Context: an optimization exercise on an open-source flow, tuned for small area. The choices shown serve that exercise and are no tape-out recipe. Only simulation tests tie the RTL to the original design; equivalence was not proved. Power and IR drop assume default switching activity.

## rev 12
// regfile_sb
module regfile_sb
#(
    parameter int ADDRESS_WIDTH = regfile_pkg::DEFAULT_ADDRESS_WIDTH,
    parameter int DATA_WIDTH    = regfile_pkg::DEFAULT_DATA_WIDTH,
    parameter int NUM_READ      = 2,
    parameter int DBG_REG       = regfile_pkg::REG_A0
) (
    input  logic                               clk,
    input  logic                               rst,
    input  logic [NUM_READ*ADDRESS_WIDTH-1:0]  ad_rd,
    output logic [NUM_READ*DATA_WIDTH-1:0]     rd_data,
    output logic [NUM_READ-1:0]                rd_busy,
    input  logic                               we3,
    input  logic [ADDRESS_WIDTH-1:0]           ad3,
    input  logic [DATA_WIDTH-1:0]              wd3,
    input  logic                               iss_valid,
    input  logic [ADDRESS_WIDTH-1:0]           iss_rd,
    output logic                               iss_ready,
    output logic [DATA_WIDTH-1:0]              a0
);
    localparam int DEPTH = 2**ADDRESS_WIDTH;
    logic [DATA_WIDTH-1:0] mem [1:DEPTH-1];
    logic [DEPTH-1:1]      written;
    logic [DEPTH-1:1]      pending;
    logic [DEPTH-1:1]      we;
    logic [DEPTH-1:1]      we_n;
    logic                  rel_hit;
    regfile_dec #(
        .ADDRESS_WIDTH (ADDRESS_WIDTH)
    ) u_wdec (
        .en    (we3),
        .addr  (ad3),
        .dec   (we),
        .dec_n (we_n)
    );
    for (genvar r = 1; r < DEPTH; r++) begin : g_reg
        logic [DATA_WIDTH-1:0] nxt;
        logic                  written_nxt;
        for (genvar b = 0; b < DATA_WIDTH; b++) begin : g_bit
            regfile_a22o u_hold (
                .a1 (mem[r][b]),
                .a2 (we_n[r]),
  ...
==> flow/config.mk <==
export PLATFORM = sky130hd
export DESIGN_NAME = regfile_sb
export DESIGN_NICKNAME = regfile_sb
export VERILOG_FILES = /design/flow/design.v
export SDC_FILE = /design/flow/constraint.sdc
export NUM_CORES = 4
export LEC_CHECK = 0
export CAP_MARGIN = 20
export CELL_PAD_IN_SITES_DETAIL_PLACEMENT = 1
export CELL_PAD_IN_SITES_GLOBAL_PLACEMENT = 1
export CORE_MARGIN = 2
export CORE_UTILIZATION = 50
export GPL_ROUTABILITY_DRIVEN = 0
export PLACE_DENSITY = 0.7
export SLEW_MARGIN = 20
export SYNTH_HIERARCHICAL = 1
==> flow/constraint.sdc <==
create_clock -name core_clock -period 7.0 [get_ports {clk}]
set_input_delay 1.4000 -clock core_clock [delete_from_list [all_inputs] [get_ports {clk}]]
set_output_delay 1.4000 -clock core_clock [all_outputs]
set_load 0.01 [all_outputs]
standard.sh (not shown) runs the stock make flow with config.mk's settings and CLKGATE_MAP_FILE= SYNTH_SCRIPT=/design/flow/synth_recipe.tcl, a recipe that flattens the netlist after the stock synthesis.
==> flow/flow/run.sh <==
#!/bin/bash
# The standard layout (standard.sh) with two changes: the port buffers
# are the smallest buffer cell, and clock tree synthesis inserts no dummy
# balancing loads. The tool output goes to standard.log in this folder
# (ORFS also keeps its per-step logs under orfs/logs).
set -e
export BUFFER_PORTS_ARGS="-buffer_cell sky130_fd_sc_hd__buf_1"
export CTS_ARGS="-sink_clustering_enable -repair_clock_nets -sink_clustering_size 25 -sink_clustering_max_diameter 80 -dont_use_dummy_load"
bash standard.sh > standard.log 2>&1
### rev 12 -> rev 13
Settings: GPL_ROUTABILITY_DRIVEN: 0 -> unset.
Notes after the runs:
- Per the comparison of rev 13 with rev 12, met2 track demand over resource in global routing flat, required time at the worst-slack endpoint flat.
- Diff rev 13..rev 12 | power in sequential cells | negligible
- Compared with rev 12, rev 13 instantiates a smaller number of standard cells.
- End point of the critical path: rd_data[12] -> rev 13, rd_data[60] -> rev 12

* * *

Another version of the RTL of regfile_sb (not shown whole).
For scale: roughly 3400 cells after synthesis, ~160 I/O pins.
## regfile_sb
module regfile_sb
#(
    parameter int ADDRESS_WIDTH = regfile_pkg::DEFAULT_ADDRESS_WIDTH,
    parameter int DATA_WIDTH    = regfile_pkg::DEFAULT_DATA_WIDTH,
    parameter int NUM_READ      = 2,
    parameter int DBG_REG       = regfile_pkg::REG_A0
) (
    input  logic                               clk,
    input  logic                               rst,
    input  logic [NUM_READ*ADDRESS_WIDTH-1:0]  ad_rd,
    output logic [NUM_READ*DATA_WIDTH-1:0]     rd_data,
    output logic [NUM_READ-1:0]                rd_busy,
    input  logic                               we3,
    input  logic [ADDRESS_WIDTH-1:0]           ad3,
    input  logic [DATA_WIDTH-1:0]              wd3,
    input  logic                               iss_valid,
    input  logic [ADDRESS_WIDTH-1:0]           iss_rd,
    output logic                               iss_ready,
    output logic [DATA_WIDTH-1:0]              a0
);
clock: 7.0 ns
lec_check: 0
cap_margin: 20
cell_pad_in_sites_detail_placement: 1
cell_pad_in_sites_global_placement: 1
core_margin: 2
core_utilization: 50
place_density: 0.7
slew_margin: 20
synth_hierarchical: 1
==> flow/flow/run.sh <==
#!/bin/bash
# The standard layout (standard.sh) with three changes: the port buffers
# are the smallest buffer cell, clock tree synthesis inserts no dummy
# balancing loads, and after global routing the non-critical gates are
# downsized (ORFS's RECOVER_POWER step). The tool output goes to
# standard.log in this folder (ORFS also keeps its per-step logs under
# orfs/logs).
set -e
export BUFFER_PORTS_ARGS="-buffer_cell sky130_fd_sc_hd__buf_1"
export CTS_ARGS="-sink_clustering_enable -repair_clock_nets -sink_clustering_size 25 -sink_clustering_max_diameter 80 -dont_use_dummy_load"
export RECOVER_POWER=100
bash standard.sh > standard.log 2>&1
The first run completed, yet does not pass: max-capacitance violations, max-slew violations.
==> next run, changes <==
==> flow/flow/run.sh (replaced) <==
#!/bin/bash
# The standard layout (standard.sh) with two changes: the port buffers
# are the smallest buffer cell, and clock tree synthesis inserts no dummy
# balancing loads. The tool output goes to standard.log in this folder
# (ORFS also keeps its per-step logs under orfs/logs).
set -e
export BUFFER_PORTS_ARGS="-buffer_cell sky130_fd_sc_hd__buf_1"
export CTS_ARGS="-sink_clustering_enable -repair_clock_nets -sink_clustering_size 25 -sink_clustering_max_diameter 80 -dont_use_dummy_load"
bash standard.sh > standard.log 2>&1
The changed run completed with no timing, DRC or antenna violations.
Cell area came out higher slightly.
Fmax came out higher by a few percent.
Die area does not change.
Setup slack gets better by 360 ps.
Synthesized area is unchanged.
Routed wire length is about the same.
Critical path depth is unchanged.
Combinational power barely changes.

[separate check: timing with driven ports]
Ports are ideal in the flow. The routed layouts listed here were re-timed in OpenROAD.
Step 1 assumes that a clkbuf_16 drives the clock port and a buf_2 every other input.
Step 2 adds t to the input delays and takes it off the output delays; t is the mean of the earliest and latest rising clock arrival at the registers after step 1. Input paths then give back, and output paths get back, about the clock's delay inside the block.
Slacks: ideal ports / drivers / drivers and shift; pairs: ideal ports / drivers.
| run | t, ns | slack for setup (ns) | hold WS [ns] | slew at the worst register clock pin (ns) | cell pins on the clock port's net |
|---|---|---|---|---|---|
| rev 12 | 0.720 | 0.897 / 0.875 / 0.875 | 0.484 / 0.484 / 0.484 | 0.11 / 0.11 | 1 |
| rev 13 | 0.734 | 0.771 / 0.749 / 0.749 | 0.482 / 0.482 / 0.482 | 0.11 / 0.11 | 1 |
| the first run of note 2 | 0.733 | 0.339 / 0.312 / 0.312 | 0.485 / 0.485 / 0.485 | 0.11 / 0.11 | 1 |
| the second run of note 2 | 0.734 | 0.695 / 0.668 / 0.668 | 0.487 / 0.487 / 0.487 | 0.11 / 0.11 | 1 |
